This design comes from an exercise in tuning for small area on the open sky130 flow, not from production work.
Function was checked by simulation only, so behaviour that the tests miss may differ from the original.
Power is estimated from default activity; no workload was simulated.

==> build 72: inputs <==
==> flow/design.v <==
package ddr3_fe_pkg;
    typedef enum logic [2:0] {
        PROGRAM       = 3'b000,
        SOLID_ISLANDS = 3'b001,
        CORRECTION    = 3'b010,
        DDR3_INIT     = 3'b100,
        DDR3_READ     = 3'b101
    } fe_mode_e;
    typedef enum logic [2:0] {
        S_IDLE   = 3'd0,
        S_INIT   = 3'd1,
        S_HOST   = 3'd2,
        S_FILTER = 3'd3,
        S_DRAIN  = 3'd4
    } seq_state_e;
    localparam int DATA_W_DEF           = 32;
    localparam int ADDR_W_DEF           = 6;
    localparam int MAX_READS_DEF        = 12;  
    localparam int QUEUE_DEPTH_DEF      = 12;  
    localparam int QUEUE_FULL_LEVEL_DEF = 12;  
endpackage
module cmd_queue #(
    parameter int ENTRY_W = 1 + ddr3_fe_pkg::ADDR_W_DEF + ddr3_fe_pkg::DATA_W_DEF,
    parameter int DEPTH   = ddr3_fe_pkg::QUEUE_FULL_LEVEL_DEF
) (
    input  logic               afi_clk,
    input  logic               push,
    input  logic [ENTRY_W-1:0] wentry,
    input  logic [DEPTH-1:0]   sel,
    output logic [ENTRY_W-1:0] head
);
    logic [ENTRY_W-1:0] entries [DEPTH];
    logic [ENTRY_W-1:0] part    [DEPTH/3];
    always_ff @(posedge afi_clk) begin
        if (push) begin
            entries[0] <= wentry;
            for (int i = 1; i < DEPTH; i++) begin
                entries[i] <= entries[i-1];
            end
        end
    end
    for (genvar g = 0; g < DEPTH / 3; g++) begin : g_aoi
        sel_aoi3 #(.W(ENTRY_W)) u_aoi (
            .a0 (entries[3*g]),   .s0 (sel[3*g]),
            .a1 (entries[3*g+1]), .s1 (sel[3*g+1]),
            .a2 (entries[3*g+2]), .s2 (sel[3*g+2]),
            .y_n(part[g])
        );
    end
    sel_nand4 #(.W(ENTRY_W)) u_nand (
        .a(part[0]), .b(part[1]), .c(part[2]), .d(part[3]), .y(head)
    );
endmodule
module sel_aoi3 #(
    parameter int W = 1
) (
    input  logic [W-1:0] a0,
    input  logic         s0,
    input  logic [W-1:0] a1,
    input  logic         s1,
    input  logic [W-1:0] a2,
    input  logic         s2,
    output logic [W-1:0] y_n
);
    assign y_n = ~((a0 & {W{s0}}) | (a1 & {W{s1}}) | (a2 & {W{s2}}));
endmodule
module sel_nand4 #(
    parameter int W = 1
) (
    input  logic [W-1:0] a,
    input  logic [W-1:0] b,
    input  logic [W-1:0] c,
    input  logic [W-1:0] d,
    output logic [W-1:0] y
);
    assign y = ~(a & b & c & d);
endmodule
module ddr3_front_end #(
    parameter int DATA_W           = ddr3_fe_pkg::DATA_W_DEF,
    parameter int ADDR_W           = ddr3_fe_pkg::ADDR_W_DEF,
    parameter int MAX_READS        = ddr3_fe_pkg::MAX_READS_DEF,
    parameter int QUEUE_DEPTH      = ddr3_fe_pkg::QUEUE_DEPTH_DEF,
    parameter int QUEUE_FULL_LEVEL = ddr3_fe_pkg::QUEUE_FULL_LEVEL_DEF
) (
    input  logic                  afi_clk,
    input  logic                  core_rstb,
    input  logic [2:0]            mode,    
    input  logic                  host_rd_req,
    input  logic [ADDR_W-1:0]     host_rd_addr,
    output logic                  host_rd_ready,
    output logic [DATA_W-1:0]     host_rdata,
    output logic                  host_rdata_valid,
    input  logic                  flt_wvalid,
    input  logic                  flt_rvalid,
    input  logic [ADDR_W-1:0]     flt_addr,
    input  logic [DATA_W-1:0]     flt_wdata,
    output logic                  flt_ready,
    output logic [DATA_W-1:0]     flt_rdata,
    output logic                  flt_rdata_valid,
    output logic                  init_done,
    output logic                  avl_burstbegin,
    output logic [ADDR_W-1:0]     avl_addr,
    output logic [DATA_W-1:0]     avl_wdata,
    output logic                  avl_read_req,
    output logic                  avl_write_req,
    input  logic                  avl_ready,
    input  logic                  avl_rdata_valid,
    input  logic [DATA_W-1:0]     avl_rdata
);
    localparam int ENTRY_W = 1 + ADDR_W + DATA_W;  
    localparam int N       = QUEUE_FULL_LEVEL;     
    localparam int FILL_W  = $clog2(N + 1);
    localparam int CNT_W   = $clog2(MAX_READS + 1);
    logic       st_init, st_host, st_filter, st_drain;
    logic [2:0] mode_q;        
    logic       serving_host;  
    logic       m_init, m_host, m_filter;
    logic       st_idle;
    logic       reads_idle, read_allowed;
    assign m_init   = (mode == ddr3_fe_pkg::DDR3_INIT);
    assign m_host   = (mode == ddr3_fe_pkg::DDR3_READ);
    assign m_filter = (mode == ddr3_fe_pkg::PROGRAM) | (mode == ddr3_fe_pkg::SOLID_ISLANDS) |
                      (mode == ddr3_fe_pkg::CORRECTION);
    assign st_idle  = ~(st_init | st_host | st_filter | st_drain);
    always_ff @(posedge afi_clk or negedge core_rstb) begin
        if (!core_rstb) begin
            st_init      <= 1'b0;
            st_host      <= 1'b0;
            st_filter    <= 1'b0;
            st_drain     <= 1'b0;
            mode_q       <= ddr3_fe_pkg::PROGRAM;
            serving_host <= 1'b0;
        end else if (st_drain) begin
            if (reads_idle) begin
                st_drain     <= 1'b0;
                st_init      <= m_init;
                st_host      <= m_host;
                st_filter    <= m_filter;
                mode_q       <= mode;
                serving_host <= m_host;  
            end
        end else if (mode != mode_q || (st_idle && (m_init | m_host | m_filter))) begin
            st_drain  <= 1'b1;
            st_init   <= 1'b0;
            st_host   <= 1'b0;
            st_filter <= 1'b0;
        end
    end
    logic [ADDR_W:0] sweep_cnt;
    logic            sweep_write;
    assign init_done   = sweep_cnt[ADDR_W];
    assign sweep_write = st_init & ~init_done;
    always_ff @(posedge afi_clk or negedge core_rstb) begin
        if (!core_rstb) begin
            sweep_cnt <= '0;
        end else if (!st_init) begin
            sweep_cnt <= '0;  
        end else if (sweep_write & avl_ready) begin
            sweep_cnt <= sweep_cnt + 1'b1;
        end
    end
    logic [FILL_W-1:0]  fill;
    logic               push, req_take;
    logic [N-1:0]       sel;
    logic [ENTRY_W-1:0] head;
    logic               head_write;
    logic [ADDR_W-1:0]  head_addr;
    logic [DATA_W-1:0]  head_wdata;
    assign flt_ready = (fill < FILL_W'(N));
    assign push      = (flt_wvalid | flt_rvalid) & flt_ready;  
    always_comb begin
        for (int i = 0; i < N; i++) begin
            sel[i] = st_filter & (fill == FILL_W'(i + 1));
        end
    end
    cmd_queue #(.ENTRY_W(ENTRY_W), .DEPTH(N)) u_queue (
        .afi_clk (afi_clk),
        .push    (push),
        .wentry  ({flt_wvalid, flt_addr, flt_wdata}),  
        .sel     (sel),
        .head    (head)
    );
    assign {head_write, head_addr, head_wdata} = head;
    always_ff @(posedge afi_clk or negedge core_rstb) begin
        if (!core_rstb) begin
            fill <= '0;
        end else begin
            case ({push, req_take})
                2'b10:   fill <= fill + 1'b1;
                2'b01:   fill <= fill - 1'b1;
                default: ;
            endcase
        end
    end
    assign avl_write_req  = sweep_write | head_write;
    assign avl_read_req   = ((st_host & host_rd_req) | (st_filter & (fill != '0) & ~head_write)) &
                            read_allowed;
    assign avl_addr       = ({ADDR_W{st_init}} & sweep_cnt[ADDR_W-1:0]) |
                            ({ADDR_W{st_host}} & host_rd_addr) | head_addr;
    assign avl_wdata      = head_wdata;  
    assign avl_burstbegin = (avl_read_req | avl_write_req) & avl_ready;
    assign req_take       = st_filter & avl_burstbegin;
    assign host_rd_ready  = st_host & read_allowed & avl_ready;
    logic [CNT_W-1:0]  in_flight;  
    logic [DATA_W-1:0] rdata_q;    
    always_ff @(posedge afi_clk or negedge core_rstb) begin
        if (!core_rstb) begin
            in_flight <= '0;
        end else begin
            case ({avl_read_req & avl_ready, avl_rdata_valid})
                2'b10:   in_flight <= in_flight + 1'b1;
                2'b01:   in_flight <= in_flight - 1'b1;
                default: ;  
            endcase
        end
    end
    assign read_allowed = (in_flight < CNT_W'(MAX_READS));
    assign reads_idle   = (in_flight == '0);
    always_ff @(posedge afi_clk or negedge core_rstb) begin
        if (!core_rstb) begin
            host_rdata_valid <= 1'b0;
            flt_rdata_valid  <= 1'b0;
        end else begin
            host_rdata_valid <= avl_rdata_valid & serving_host;
            flt_rdata_valid  <= avl_rdata_valid & ~serving_host;
        end
    end
    always_ff @(posedge afi_clk) begin
        rdata_q <= avl_rdata;
    end
    assign host_rdata = rdata_q;
    assign flt_rdata  = rdata_q;
endmodule
==> flow/flow/run.sh <==
#!/bin/bash
# The standard layout, except that the port buffers buffer_ports inserts during
# global placement are the smallest buffer (sky130_fd_sc_hd__buf_1) rather than
# the cell buffer_ports picks by default. Every port still gets its buffer.
set -euo pipefail
export BUFFER_PORTS_ARGS="-buffer_cell sky130_fd_sc_hd__buf_1"
bash standard.sh > standard.log 2>&1
==> flow/standard.sh <==
#!/bin/bash
# synth_recipe.tcl (not shown) runs the flow's synth.tcl, then flattens the netlist and writes it again
# the make line also repeats each setting of config.mk as NAME=value (left out here)
make -C /OpenROAD-flow-scripts/flow DESIGN_CONFIG=/design/flow/config.mk WORK_HOME=/design/flow/orfs CLKGATE_MAP_FILE= SYNTH_SCRIPT=/design/flow/synth_recipe.tcl "${@:-finish}"
==> flow/config.mk <==
export PLATFORM = sky130hd
export DESIGN_NAME = ddr3_front_end
export DESIGN_NICKNAME = ddr3_front_end
export VERILOG_FILES = /design/flow/design.v
export SDC_FILE = /design/flow/constraint.sdc
export NUM_CORES = 4
export LEC_CHECK = 0
export CAP_MARGIN = 20
export CORE_MARGIN = 2
export CORE_UTILIZATION = 40
export CTS_BUF_LIST = sky130_fd_sc_hd__clkbuf_8
export CTS_CLUSTER_DIAMETER = 45
export CTS_CLUSTER_SIZE = 18
export SLEW_MARGIN = 20
export SYNTH_HIERARCHICAL = 1
==> flow/constraint.sdc <==
create_clock -name core_clock -period 5.0 [get_ports {afi_clk}]
set_input_delay 1.0000 -clock core_clock [delete_from_list [all_inputs] [get_ports {afi_clk}]]
set_output_delay 1.0000 -clock core_clock [all_outputs]
set_load 0.01 [all_outputs]
==> inputs of build 14, as changes to build 72 <==
--- a/flow/design.v
+++ b/flow/design.v
@@ -111,52 +111,51 @@
     localparam int N       = QUEUE_FULL_LEVEL;     
     localparam int FILL_W  = $clog2(N + 1);
     localparam int CNT_W   = $clog2(MAX_READS + 1);
-    logic       st_init, st_host, st_filter, st_drain;
-    logic [2:0] mode_q;        
-    logic       serving_host;  
-    logic       m_init, m_host, m_filter;
-    logic       st_idle;
+    logic       active;    
+    logic       draining;  
+    logic [2:0] mode_q;    
+    logic       st_init, st_host, st_filter;
+    logic       serving_host;
     logic       reads_idle, read_allowed;
-    assign m_init   = (mode == ddr3_fe_pkg::DDR3_INIT);
-    assign m_host   = (mode == ddr3_fe_pkg::DDR3_READ);
-    assign m_filter = (mode == ddr3_fe_pkg::PROGRAM) | (mode == ddr3_fe_pkg::SOLID_ISLANDS) |
-                      (mode == ddr3_fe_pkg::CORRECTION);
-    assign st_idle  = ~(st_init | st_host | st_filter | st_drain);
-    always_ff @(posedge afi_clk or negedge core_rstb) begin
-        if (!core_rstb) begin
-            st_init      <= 1'b0;
-            st_host      <= 1'b0;
-            st_filter    <= 1'b0;
-            st_drain     <= 1'b0;
-            mode_q       <= ddr3_fe_pkg::PROGRAM;
-            serving_host <= 1'b0;
-        end else if (st_drain) begin
+    assign serving_host = (mode_q == ddr3_fe_pkg::DDR3_READ);
+    assign st_init      = active & (mode_q == ddr3_fe_pkg::DDR3_INIT);
+    assign st_host      = active & serving_host;
+    assign st_filter    = active & ((mode_q == ddr3_fe_pkg::PROGRAM) |
+                                    (mode_q == ddr3_fe_pkg::SOLID_ISLANDS) |
+                                    (mode_q == ddr3_fe_pkg::CORRECTION));
+    always_ff @(posedge afi_clk or negedge core_rstb) begin
+        if (!core_rstb) begin
+            active   <= 1'b0;
+            draining <= 1'b0;
+            mode_q   <= ddr3_fe_pkg::PROGRAM;
+        end else if (draining) begin
             if (reads_idle) begin
-                st_drain     <= 1'b0;
-                st_init      <= m_init;
-                st_host      <= m_host;
-                st_filter    <= m_filter;
-                mode_q       <= mode;
-                serving_host <= m_host;  
+                draining <= 1'b0;
+                active   <= 1'b1;
+                mode_q   <= mode;
             end
-        end else if (mode != mode_q || (st_idle && (m_init | m_host | m_filter))) begin
-            st_drain  <= 1'b1;
-            st_init   <= 1'b0;
-            st_host   <= 1'b0;
-            st_filter <= 1'b0;
-        end
-    end
-    logic [ADDR_W:0] sweep_cnt;
-    logic            sweep_write;
-    assign init_done   = sweep_cnt[ADDR_W];
+        end else if (!active || mode != mode_q) begin
+            draining <= 1'b1;
+            active   <= 1'b0;
+        end
+    end
+    logic [ADDR_W-1:0] sweep_addr;
+    logic              sweep_write;
     assign sweep_write = st_init & ~init_done;
     always_ff @(posedge afi_clk or negedge core_rstb) begin
         if (!core_rstb) begin
-            sweep_cnt <= '0;
+            init_done <= 1'b0;
         end else if (!st_init) begin
-            sweep_cnt <= '0;  
+            init_done <= 1'b0;  
+        end else if (sweep_write & avl_ready & (sweep_addr == '1)) begin
+            init_done <= 1'b1;  
+        end
+    end
+    always_ff @(posedge afi_clk) begin
+        if (!st_init) begin
+            sweep_addr <= '0;
         end else if (sweep_write & avl_ready) begin
-            sweep_cnt <= sweep_cnt + 1'b1;
+            sweep_addr <= sweep_addr + 1'b1;
         end
     end
     logic [FILL_W-1:0]  fill;
@@ -185,17 +184,13 @@
         if (!core_rstb) begin
             fill <= '0;
         end else begin
-            case ({push, req_take})
-                2'b10:   fill <= fill + 1'b1;
-                2'b01:   fill <= fill - 1'b1;
-                default: ;
-            endcase
+            fill <= fill + {{(FILL_W-1){req_take & ~push}}, push ^ req_take};
         end
     end
     assign avl_write_req  = sweep_write | head_write;
     assign avl_read_req   = ((st_host & host_rd_req) | (st_filter & (fill != '0) & ~head_write)) &
                             read_allowed;
-    assign avl_addr       = ({ADDR_W{st_init}} & sweep_cnt[ADDR_W-1:0]) |
+    assign avl_addr       = ({ADDR_W{st_init}} & sweep_addr) |
                             ({ADDR_W{st_host}} & host_rd_addr) | head_addr;
     assign avl_wdata      = head_wdata;  
     assign avl_burstbegin = (avl_read_req | avl_write_req) & avl_ready;
@@ -203,15 +198,14 @@
     assign host_rd_ready  = st_host & read_allowed & avl_ready;
     logic [CNT_W-1:0]  in_flight;  
     logic [DATA_W-1:0] rdata_q;    
+    logic              read_accepted;
+    assign read_accepted = avl_read_req & avl_ready;
     always_ff @(posedge afi_clk or negedge core_rstb) begin
         if (!core_rstb) begin
             in_flight <= '0;
         end else begin
-            case ({avl_read_req & avl_ready, avl_rdata_valid})
-                2'b10:   in_flight <= in_flight + 1'b1;
-                2'b01:   in_flight <= in_flight - 1'b1;
-                default: ;  
-            endcase
+            in_flight <= in_flight + {{(CNT_W-1){avl_rdata_valid & ~read_accepted}},
+                                      read_accepted ^ avl_rdata_valid};
         end
     end
     assign read_allowed = (in_flight < CNT_W'(MAX_READS));
==> flow/flow/run.sh (replaced) <==
#!/bin/bash
# The standard layout with two changes:
# - the port buffers buffer_ports inserts during global placement are the
#   smallest buffer (sky130_fd_sc_hd__buf_1); every port still gets its buffer;
# - clock tree synthesis adds no dummy load cells on the clock tree's leaves.
# The clock tree settings repeat config.mk's.
set -euo pipefail
export BUFFER_PORTS_ARGS="-buffer_cell sky130_fd_sc_hd__buf_1"
export CTS_ARGS="-sink_clustering_enable -repair_clock_nets -dont_use_dummy_load -sink_clustering_size 10 -sink_clustering_max_diameter 40 -buf_list sky130_fd_sc_hd__clkbuf_4"
bash standard.sh > standard.log 2>&1
--- a/flow/config.mk
+++ b/flow/config.mk
@@ -7,9 +7,9 @@
 export LEC_CHECK = 0
 export CAP_MARGIN = 20
 export CORE_MARGIN = 2
-export CORE_UTILIZATION = 40
-export CTS_BUF_LIST = sky130_fd_sc_hd__clkbuf_8
-export CTS_CLUSTER_DIAMETER = 45
-export CTS_CLUSTER_SIZE = 18
+export CORE_UTILIZATION = 60
+export CTS_BUF_LIST = sky130_fd_sc_hd__clkbuf_4
+export CTS_CLUSTER_DIAMETER = 40
+export CTS_CLUSTER_SIZE = 10
 export SLEW_MARGIN = 20
 export SYNTH_HIERARCHICAL = 1
==> comparison table <==
metric                                                                   build 14        build 72
Adder and majority gate portion of the synthesized area                   0.00830         0.00606
Global routing's busiest layer                                               met1            met2
Arrival time reported for the critical path endpoint                      3690 ps         3320 ps
First-iteration detailed-routing DRC count                                   1722            1726
Status                                                             finished clean  finished clean
Largest fanout of any net on the critical path                                 26              13
Post-detail-place hpwl                                              21600 microns   21500 microns
Tightest Pin Transition                                                    939 ps          825 ps
Power dissipated by switching net loads                                   3630 uW         4210 uW
Seq_cells                                                                     522             525
Mean Syn Cell Area                                                     20.1 sq um      19.7 sq um
Fraction of final layout cells with drive strength greater than 1          0.0988           0.111
Pin count of the biggest net entering global routing                          199             141
Area of combinational cells with multiple inputs                       2660 sq um      2770 sq um
Die boundary width                                                    179 microns     220 microns
Clk sinks                                                                     522             525
Net switching share of the total power                                      0.299           0.308
Final critical path time including I/O delays and setup                   4690 ps         4320 ps
Power density over cell area                                          613 nW/um^2     649 nW/um^2
Buffers, non-clock                                                            222             212
Antenna violations before repair                                                1               0
Clock tree buffer count of the final layout                                    61              53
Routed wire length                                                  37100 microns   39300 microns

-- port drivers added, routing unchanged --
Ports are ideal in the flow. The routed layouts listed here were re-timed in OpenROAD. Step 1 (the two cells are an assumption about what drives the block):
set clk [get_ports {afi_clk}]
set_driving_cell -lib_cell sky130_fd_sc_hd__clkbuf_16 $clk
set_driving_cell -lib_cell sky130_fd_sc_hd__buf_2 [delete_from_list [all_inputs] $clk]
Step 2 moves the port delays by t, midway between the first and last clock arrival at a register: inputs arrive t later, outputs are due t later. That takes back most of the time a late clock gives input paths. Slacks: no drivers / after step 1 / after step 2; pairs: no drivers / after step 1.
run	t (ns)	slack for setup (ns)	worst hold slack (ns)	cell pins on the clock port's net
build 72	0.697	0.681 / 0.631 / 1.328	0.315 / 0.288 / 0.441	1
build 14	0.762	0.307 / 0.262 / 1.025	0.336 / 0.316 / 0.406	1
After both steps every run listed still meets setup and hold.
